What follows belongs to an exercise in optimizing a design on an open flow for small area; a production flow would make more cautious choices.
The RTL was checked by simulation tests, not by an equivalence proof against the original design.
Power is estimated from default activity; no workload was simulated.

## tank_game_top
module tank_game_top
#(
    parameter int TICK_CYCLES = 200
) (
    input  wire         clk_100mhz,
    input  wire         rst,
    input  wire         press,
    input  wire         move_btn,
    input  wire         shoot_btn,
    input  wire [1:0]   dir_in,
    input  wire         spawn_valid,
    input  wire [9:0]   spawn_x,
    input  wire [9:0]   spawn_y,
    output logic        running,
    output logic [9:0]  player_x,
    output logic [9:0]  player_y,
    output logic [1:0]  player_dir,
    output logic [$clog2(8 + 1) - 1:0] bullet_count,
    output logic [$clog2(4 + 1) - 1:0] target_count,
    output logic [4*4 - 1:0]          score
);
export LEC_CHECK = 0
export CAP_MARGIN = 20
export CORE_MARGIN = 2
export CORE_UTILIZATION = 40
export CTS_BUF_LIST = sky130_fd_sc_hd__clkbuf_16
export CTS_CLUSTER_DIAMETER = 80
export CTS_CLUSTER_SIZE = 30
export SLEW_MARGIN = 20
create_clock -name core_clock -period 10.0 [get_ports {clk_100mhz}]
standard.sh (not shown) runs the stock make flow with config.mk's settings and CLKGATE_MAP_FILE= SYNTH_SCRIPT=/design/flow/synth_recipe.tcl, a recipe that flattens the netlist after the stock synthesis.
==> flow/flow/run.sh <==
#!/bin/bash
# Layout flow: the standard flow, except that
#  - synthesis maps the logic between the flip-flops with an area-oriented
#    ABC script (flow/area.abc) instead of ORFS's delay-oriented one, and
#    leaves adders to ABC (no full/half-adder cell extraction). Flip-flop
#    mapping and names, flattening and renaming are the standard
#    synthesis's, so the registers are the standard synthesis's;
#  - the clock tree is built with the options in flow/cts_args.
set -euo pipefail
work=$(pwd)

# ORFS scripts with only the ABC script replaced
rm -rf "$work/scripts_area"
cp -r "$FLOW_HOME/scripts" "$work/scripts_area"
cp "$work/flow/area.abc" "$work/scripts_area/abc_speed.script"

# synthesis: standard.sh's make command with the copied scripts
sed 's|^make -C |make SCRIPTS_DIR='"$work"'/scripts_area ADDER_MAP_FILE= -C |' standard.sh > standard_area.sh
grep -q "SCRIPTS_DIR=$work/scripts_area" standard_area.sh
bash standard_area.sh synth > synth.log 2>&1

# the rest of the standard layout, with the clock tree options in flow/cts_args
export CTS_ARGS="$(cat "$work/flow/cts_args")"
bash standard.sh finish > layout.log 2>&1
==> flow/flow/area.abc <==
strash
dch
map -a
mfs2
strash
dch
map -a
mfs2
strash
dch
map -a
topo
stime -c
==> flow/flow/cts_args <==
-sink_clustering_enable -repair_clock_nets -sink_clustering_size 30 -sink_clustering_max_diameter 80 -buf_list sky130_fd_sc_hd__clkbuf_16 -root_buf sky130_fd_sc_hd__clkbuf_8 -tree_buf sky130_fd_sc_hd__clkbuf_8 -dont_use_dummy_load
The baseline went through all stages and came out clean.
==> next run, changes <==
==> flow/flow/cts_args (replaced) <==
-sink_clustering_enable -repair_clock_nets -sink_clustering_size 10 -sink_clustering_max_diameter 80 -buf_list sky130_fd_sc_hd__clkbuf_4 -root_buf sky130_fd_sc_hd__clkbuf_8 -tree_buf sky130_fd_sc_hd__clkbuf_8 -dont_use_dummy_load
- CORE_UTILIZATION: 40 -> 60
The new run finished clean.
Cell area decreases by 2.0%.
Clock skew decreases by 19 ps.
Wire length went down by 1.5%.
==> next run, changes <==
==> flow/flow/cts_args (replaced) <==
-sink_clustering_enable -repair_clock_nets -sink_clustering_size 30 -sink_clustering_max_diameter 80 -buf_list sky130_fd_sc_hd__clkbuf_16 -dont_use_dummy_load
- CORE_UTILIZATION: 60 -> 40
Outcome: Flip-flop and latch count stays the same; count of clock-buffer cells in the layout falls by 14; power rises by 7.1%; area after synthesis is unchanged; critical path depth does not change.

========
== run 1 ==
tank_game_top, a different RTL version from the one above (not shown whole).
Size in the first run: about 1100 cells after synthesis, about 240 flip-flops, ~74 I/O pins.
export LEC_CHECK = 0
export CAP_MARGIN = 20
export CORE_MARGIN = 2
export CORE_UTILIZATION = 60
export SLEW_MARGIN = 20
create_clock -name core_clock -period 10.0 [get_ports {clk_100mhz}]
==> flow/flow/cts_args <==
-sink_clustering_enable -repair_clock_nets -sink_clustering_size 10 -sink_clustering_max_diameter 80 -buf_list sky130_fd_sc_hd__clkbuf_4 -root_buf sky130_fd_sc_hd__clkbuf_8 -tree_buf sky130_fd_sc_hd__clkbuf_8 -dont_use_dummy_load
Scripts as last shown in full above: flow/flow/run.sh, flow/flow/area.abc
Edits applied to the flow inputs when going from run 1 to run 2:
- swapping 60 for 70 in CORE_UTILIZATION
==> flow/flow/cts_args <==
-sink_clustering_enable -repair_clock_nets -sink_clustering_size 18 -sink_clustering_max_diameter 80 -buf_list sky130_fd_sc_hd__clkbuf_8 -root_buf sky130_fd_sc_hd__clkbuf_8 -tree_buf sky130_fd_sc_hd__clkbuf_8 -dont_use_dummy_load
--- outcome ---
Run 2 improves on run 1 in relative slew slack.
Final setup TNS: run 1 vs run 2 identical
The run with more routed wire is run 2, not run 1.
Cmp run 2 vs run 1: floorplan die area lower in run 2
Looking at final critical-path required period, run 2 sits 0.15 ns higher than run 1 does.
As of run 2, post-layout total power had risen slightly compared to run 1.
Modified inputs, run 3 compared to run 2
- CORE_UTILIZATION: 70 -> 60
==> comparison <==
Run 2 finished every stage and its layout cleared the timing, design-rule and antenna checks. Run 3 did not stop at any stage, and its layout met the timing, design-rule and antenna checks. Layout overhead on the synthesized area was higher in the run labelled run 3. On run 3: final-layout non-clock buffer area share is 0.16 points lower than what run 2 gave. Run 3 vs run 2: total power per unit cell area down slightly.

========
RTL: one of the versions met above, not the one the previous note started from.
Size: roughly 1100 cells after synthesis, about 250 flip-flops, ~9800 µm² of cells after synthesis.
clock: 10.0 ns
lec_check: 0
cap_margin: 20
core_margin: 2
core_utilization: 60
cts_buf_list: sky130_fd_sc_hd__clkbuf_16
cts_cluster_diameter: 80
cts_cluster_size: 30
slew_margin: 20
==> flow/flow/cts_args <==
-sink_clustering_enable -repair_clock_nets -sink_clustering_size 30 -sink_clustering_max_diameter 80 -buf_list sky130_fd_sc_hd__clkbuf_16 -root_buf sky130_fd_sc_hd__clkbuf_8 -tree_buf sky130_fd_sc_hd__clkbuf_8 -dont_use_dummy_load
Scripts as last shown in full above: flow/flow/run.sh, flow/flow/area.abc
Then changed:
==> flow/flow/cts_args (replaced) <==
-sink_clustering_enable -repair_clock_nets -sink_clustering_size 36 -sink_clustering_max_diameter 60 -buf_list sky130_fd_sc_hd__clkbuf_16 -root_buf sky130_fd_sc_hd__clkbuf_8 -tree_buf sky130_fd_sc_hd__clkbuf_8 -dont_use_dummy_load
- CORE_UTILIZATION: 60 -> 40
Outcome: Cell area came out higher by 2.8%. Area after synthesis does not change. Critical path depth stays the same. Total power is higher by 9.3%. Die area climbs by 48%. Count of clock-buffer cells in the layout goes up by 7. Register-to-register slack is better by 0.24 ns. Final cell count grows by 8.1%. Synthesized cell count does not change. Setup slack gets better by 0.24 ns.
Then changed:
==> flow/flow/cts_args (replaced) <==
-sink_clustering_enable -repair_clock_nets -sink_clustering_size 18 -sink_clustering_max_diameter 80 -buf_list sky130_fd_sc_hd__clkbuf_8 -root_buf sky130_fd_sc_hd__clkbuf_8 -tree_buf sky130_fd_sc_hd__clkbuf_8 -dont_use_dummy_load
- CORE_UTILIZATION: 40 -> 60
Result:
- total power shrinks by 12%
- first-iteration DRC count rises by 27%
- die area drops by 33%
- via count goes up by 0.56%
- routed wire length shrinks by 3.7%
- maximum frequency falls by 5.0%
- sequential cell count is unchanged
- design area went down by 3.2%
- sequential share of layout area increases by 1.6 points
- setup slack loses 0.28 ns
Then changed:
- CTS_BUF_LIST: sky130_fd_sc_hd__clkbuf_16 -> unset
- CTS_CLUSTER_DIAMETER: 80 -> unset
- CTS_CLUSTER_SIZE: 30 -> unset
After rerunning:
- The new run completed with no timing, DRC or antenna violations
- register-to-register slack is about the same
- synthesized area is unchanged
- clock-buffer cell count is unchanged
- clock skew is unchanged
- cell area is unchanged
- wire length is unchanged
- fmax stays the same
- global-route usage is unchanged

[re-timing with driven ports]
How much do the figures lean on ideal ports? The routed layouts below were timed once more, with nothing changed but the port constraints.
Step 1: set_driving_cell puts a clkbuf_16 on clk_100mhz and a buf_2 on each other input, an assumption about the parent block.
Step 2 moves the port delays by t, midway between the first and last clock arrival at a register: inputs arrive t later, outputs are due t later. That takes back most of the time a late clock gives input paths.
Slacks: ideal ports / drivers / drivers and shift; pairs: ideal ports / drivers.
| run | shift t [ns] | setup WS [ns] | hold WS [ns] | latest minus earliest clock arrival (ns) |
|---|---|---|---|---|
| the first run of note 1 | 0.545 | 4.568 / 4.568 / 4.568 | 0.329 / 0.329 / 0.329 | 0.068 / 0.068 |
| the second run of note 1 | 0.558 | 4.418 / 4.418 / 4.418 | 0.306 / 0.306 / 0.306 | 0.052 / 0.052 |
| the third run of note 1 | 0.510 | 4.564 / 4.564 / 4.564 | 0.329 / 0.329 / 0.329 | 0.060 / 0.060 |
| run 1 | 0.545 | 3.918 / 3.918 / 3.918 | 0.327 / 0.327 / 0.327 | 0.073 / 0.073 |
| run 2 | 0.526 | 3.763 / 3.763 / 3.763 | 0.320 / 0.320 / 0.320 | 0.064 / 0.064 |
| run 3 | 0.519 | 3.920 / 3.920 / 3.920 | 0.331 / 0.331 / 0.331 | 0.057 / 0.058 |
| the first run of note 3 | 0.536 | 4.488 / 4.488 / 4.488 | 0.333 / 0.333 / 0.333 | 0.044 / 0.043 |
| the second run of note 3 | 0.599 | 4.726 / 4.695 / 4.726 | 0.292 / 0.292 / 0.292 | 0.067 / 0.067 |
| the third run of note 3 | 0.530 | 4.450 / 4.450 / 4.450 | 0.334 / 0.334 / 0.334 | 0.040 / 0.041 |
| the fourth run of note 3 | 0.530 | 4.450 / 4.450 / 4.450 | 0.334 / 0.334 / 0.334 | 0.040 / 0.041 |
After both steps every run listed still meets setup and hold.
